Source: an optimization exercise on an open RTL-to-GDS flow (aim: small area, a short achievable clock period and few clock cycles per item). Production flows keep margins and buffers that such runs may drop.
At most, simulation tests tie the RTL to the original design; equivalence was not proved.
The flow treats the clock pin as an ideal source. Dropping or thinning the clock tree relies on that and would not hold on a real chip.
Power is estimated from default activity; no workload was simulated.

==> flow/design.v (excerpt) <==
module playfair_digraph_encryptor (
  input  logic        clk_i,
  input  logic        rst_ni,
  input  logic        psel,
  input  logic        penable,
  input  logic        pwrite,
  input  logic [4:0]  paddr,
  input  logic [31:0] pwdata,
  output logic [31:0] prdata,
  output logic        pready,
  input  logic        s_axis_tvalid,
  output logic        s_axis_tready,
  input  logic [7:0]  s_axis_tdata,    
  input  logic        s_axis_tlast,    
  output logic        m_axis_tvalid,
  input  logic        m_axis_tready,
  output logic [7:0]  m_axis_tdata,    
  output logic        m_axis_tlast     
);
  pfe_pkg::rows_t   rows;
  pfe_pkg::letter_t in_a;
  logic             s_accept;
  logic             hd_v_q, sk_v_q;
  pfe_pkg::letter_t hd_q, sk_q;
  logic             hd_last_q, sk_last_q;
  pfe_pkg::pos_t    pos_a, pos_x, p1, p2;
  logic             held_v_q;
  pfe_pkg::letter_t held_q;
  pfe_pkg::pos_t    held_pos_q;
  logic             buf_free, pop, split, pair, load, quad;
  pfe_cfg_regs u_regs (
    .clk_i   (clk_i),
    .rst_ni  (rst_ni),
    .psel    (psel),
    .penable (penable),
    .pwrite  (pwrite),
    .paddr   (paddr),
    .pwdata  (pwdata),
    .prdata  (prdata),
    .pready  (pready),
    .rows_o  (rows)
  ...
Size: roughly 1,000 cells after synthesis, ~220 flip-flops, roughly 97 I/O pins, roughly 12,000 sq um of cells after synthesis.
clock: 11.0 ns
lec_check: 0
cap_margin: 20
core_margin: 2
core_utilization: 40
slew_margin: 20
standard.sh (not shown) runs the stock make flow with config.mk's settings and CLKGATE_MAP_FILE= SYNTH_SCRIPT=/design/flow/synth_recipe.tcl, a recipe that flattens the netlist after the stock synthesis.
==> flow/flow/run.sh <==
#!/bin/bash
set -euo pipefail
bash standard.sh "BUFFER_PORTS_ARGS=-buffer_cell sky130_fd_sc_hd__buf_1" \
  "PRE_CTS_TCL=$PWD/flow/mycts.tcl" \
  SETUP_SLACK_MARGIN=7.8 finish > flow_make.log 2>&1
Other scripts of this flow, unchanged in this note and not shown: flow/flow/mycts.tcl
Testbench counts at the start, summed over its fixed seeds: cycles 10,430, items 9,600.
==> next run, changes <==
--- a/flow/design.v
+++ b/flow/design.v
@@ -29,22 +29,24 @@
     rot1 = {i[3:0], i[4]};
   endfunction
   function automatic pos_t locate(rows_t rows, letter_t v);
-    logic [4:0] rhit, chit, rsel, csel;
-    logic [24:0] m;
+    logic [4:0] rhit, rsel, csel;
+    logic [24:0] m, lc;
     for (int k = 0; k < 25; k++) m[k] = (rows[5*k +: 5] == v);
-    for (int r = 0; r < 5; r++) rhit[r] = |m[5*r +: 5];
+    for (int r = 0; r < 5; r++) begin
+      rhit[r]      = |m[5*r +: 5];
+      lc[5*r + 4]  = m[5*r + 4];
+      lc[5*r + 3]  = m[5*r + 3] & ~m[5*r + 4];
+      lc[5*r + 2]  = m[5*r + 2] & ~(m[5*r + 3] | m[5*r + 4]);
+      lc[5*r + 1]  = m[5*r + 1] & ~(m[5*r + 2] | m[5*r + 3] | m[5*r + 4]);
+      lc[5*r + 0]  = ~(m[5*r + 1] | m[5*r + 2] | m[5*r + 3] | m[5*r + 4]);
+    end
     rsel[4] = rhit[4];
     rsel[3] = rhit[3] & ~rhit[4];
     rsel[2] = rhit[2] & ~(rhit[3] | rhit[4]);
     rsel[1] = rhit[1] & ~(rhit[2] | rhit[3] | rhit[4]);
     rsel[0] = ~(rhit[1] | rhit[2] | rhit[3] | rhit[4]);
-    chit = '0;
-    for (int r = 0; r < 5; r++) chit = chit | ({5{rsel[r]}} & m[5*r +: 5]);
-    csel[4] = chit[4];
-    csel[3] = chit[3] & ~chit[4];
-    csel[2] = chit[2] & ~(chit[3] | chit[4]);
-    csel[1] = chit[1] & ~(chit[2] | chit[3] | chit[4]);
-    csel[0] = ~(chit[1] | chit[2] | chit[3] | chit[4]);
+    csel = '0;
+    for (int r = 0; r < 5; r++) csel = csel | ({5{rsel[r]}} & lc[5*r +: 5]);
     locate = {rsel, csel};
   endfunction
   function automatic letter_t read_at(rows_t rows, pos_t p);
Via count came out higher by a few percent; hold slack loses 0.0064 ns; wire length went up slightly; worst setup slack got worse by 0.17 ns; synthesized cell count grows by a few percent.
Function not checked in the second run of this note: the RTL went through the layout flow alone. No run of this note takes its clock network from TritonCTS; it comes from the design's own scripts or RTL.

========
Setup of main:
playfair_digraph_encryptor again, from the RTL that the note above started with.
==> module pfe_cfg_regs, before the edit <==
module pfe_cfg_regs (
  input  logic        clk_i,
  input  logic        rst_ni,
  input  logic        psel,
  input  logic        penable,
  input  logic        pwrite,
  input  logic [4:0]  paddr,
  input  logic [31:0] pwdata,
  output logic [31:0] prdata,
  output logic        pready,
  output pfe_pkg::rows_t       rows_o
);
  pfe_pkg::rows_t    rows_q, rows_d;
  pfe_pkg::row_t     rd_q, rd_d;
  logic [2:0] idx;
  logic     setup, access;
  logic [4:0] we_q;
  assign idx    = paddr[4:2];
  assign setup  = psel & ~penable;
  assign access = psel & penable;
  assign pready = 1'b1;
  always_ff @(posedge clk_i or negedge rst_ni) begin
    if (!rst_ni) begin
      we_q <= '0;
    end else begin
      for (int r = 0; r < 5; r++) we_q[r] <= setup & pwrite & (idx == r[2:0]);
    end
  end
  always_comb begin
    rows_d = rows_q;
    for (int r = 0; r < 5; r++) begin
      if (access && we_q[r]) rows_d[25*r +: 25] = pwdata[24:0];
    end
  end
  always_comb begin
    case (idx)
      pfe_pkg::REG_ROW_0: rd_d = rows_q[0 +: 25];
      pfe_pkg::REG_ROW_1: rd_d = rows_q[25 +: 25];
      pfe_pkg::REG_ROW_2: rd_d = rows_q[50 +: 25];
      pfe_pkg::REG_ROW_3: rd_d = rows_q[75 +: 25];
      pfe_pkg::REG_ROW_4: rd_d = rows_q[100 +: 25];
      default:   rd_d = '0;
    endcase
  end
  always_ff @(posedge clk_i or negedge rst_ni) begin
    if (!rst_ni) begin
      rows_q <= pfe_pkg::ROWS_RESET;
    end else begin
      rows_q <= rows_d;
    end
  end
  always_ff @(posedge clk_i) begin
    rd_q <= rd_d;
  end
  assign prdata = {7'd0, rd_q};
  assign rows_o = rows_q;
endmodule
export LEC_CHECK = 0
export CAP_MARGIN = 20
export CORE_MARGIN = 2
export CORE_UTILIZATION = 40
export SLEW_MARGIN = 20
create_clock -name core_clock -period 11.0 [get_ports {clk_i}]
==> flow/flow/run.sh <==
#!/bin/bash
set -euo pipefail
bash standard.sh "BUFFER_PORTS_ARGS=-buffer_cell sky130_fd_sc_hd__buf_4" \
  "PRE_CTS_TCL=$PWD/flow/mycts.tcl" \
  SETUP_SLACK_MARGIN=7.8 finish > flow_make.log 2>&1
Other scripts of this flow, unchanged in this note and not shown: flow/flow/mycts.tcl
main finished every stage and its layout cleared the timing, DRC and antenna checks.
Testbench counts of main, summed over its fixed seeds: cycles 10,430, items 9,600.
Inputs modified between main and the feature branch:
==> flow/design.v, changed modules only <==
module pfe_cfg_regs (
  input  logic        clk_i,
  input  logic        rst_ni,
  input  logic        psel,
  input  logic        penable,
  input  logic        pwrite,
  input  logic [4:0]  paddr,
  input  logic [31:0] pwdata,
  output logic [31:0] prdata,
  output logic        pready,
  output pfe_pkg::rows_t       rows_o
);
  pfe_pkg::rows_t    rows_q, rows_d;
  pfe_pkg::row_t     rd_q, rd_d;
  logic [2:0] idx;
  logic     wr_en;
  assign idx    = paddr[4:2];
  assign wr_en  = psel & penable & pwrite;
  assign pready = 1'b1;
  always_comb begin
    rows_d = rows_q;
    if (wr_en) begin
      case (idx)
        pfe_pkg::REG_ROW_0: rows_d[0 +: 25] = pwdata[24:0];
        pfe_pkg::REG_ROW_1: rows_d[25 +: 25] = pwdata[24:0];
        pfe_pkg::REG_ROW_2: rows_d[50 +: 25] = pwdata[24:0];
        pfe_pkg::REG_ROW_3: rows_d[75 +: 25] = pwdata[24:0];
        pfe_pkg::REG_ROW_4: rows_d[100 +: 25] = pwdata[24:0];
        default: ;
      endcase
    end
  end
  always_comb begin
    case (idx)
      pfe_pkg::REG_ROW_0: rd_d = rows_q[0 +: 25];
      pfe_pkg::REG_ROW_1: rd_d = rows_q[25 +: 25];
      pfe_pkg::REG_ROW_2: rd_d = rows_q[50 +: 25];
      pfe_pkg::REG_ROW_3: rd_d = rows_q[75 +: 25];
      pfe_pkg::REG_ROW_4: rd_d = rows_q[100 +: 25];
      default:   rd_d = '0;
    endcase
  end
  always_ff @(posedge clk_i or negedge rst_ni) begin
    if (!rst_ni) begin
      rows_q <= pfe_pkg::ROWS_RESET;
    end else begin
      rows_q <= rows_d;
    end
  end
  always_ff @(posedge clk_i) begin
    rd_q <= rd_d;
  end
  assign prdata = {7'd0, rd_q};
  assign rows_o = rows_q;
endmodule
--- outcome ---
The fraction of the core area covered by cells at the end of the flow in the feature branch sits 3.8 points above the value recorded for main. Compared the feature branch vs main, and layout inverter count without the clock tree is up in the feature branch. The feature branch against main: global-route usage higher, routed wire length higher. In the route summary, the feature branch ends up with a via count exceeding that of main. Compared to main, the feature branch has time the final worst path needs with I/O delays and setup 97 ps higher. Relative to main, the standby leakage power of the feature branch is higher by 3.3%. The feature branch ends up with a synthesized netlist cell count that is 6 lower than in main. In the tables for the feature branch and main, routing usage on met1 reads lower with main. On fraction of power consumed by combinational cells: the feature branch sits above main.
Testbench counts of the feature branch, summed over its fixed seeds: cycles 10,430, items 9,600.
No run of this note takes its clock network from TritonCTS; it comes from the design's own scripts or RTL.

[separate check: timing with driven ports]
Ports are ideal in the flow. The routed layouts listed here were re-timed in OpenROAD.
Step 1: set_driving_cell puts a clkbuf_16 on clk_i and a buf_2 on each other input, an assumption about the parent block.
Step 2 also shifts input and output timing later by t, the mid clock arrival at the registers, as if the neighbouring blocks saw the same clock.
Three values: ideal, step 1, step 2; two values: the first two.
run | t, ns | setup WS [ns] | slew at the worst register clock pin (ns) | worst slew at a driven data input, ns
the first run of note 1 | 0.405 | 7.814 / 7.792 / 7.496 | 0.11 / 0.11 | 0.06
the second run of note 1 | 0.412 | 7.648 / 7.648 / 7.449 | 0.11 / 0.11 | 0.04
main | 0.394 | 7.846 / 7.785 / 7.530 | 0.11 / 0.11 | 0.06
the feature branch | 0.407 | 7.749 / 7.725 / 7.317 | 0.11 / 0.11 | 0.20
After both steps setup and hold are still met in every run listed. The setup slack of the feature branch, which loses most, moves by -0.024 ns with the drivers and by -0.432 ns with both steps.
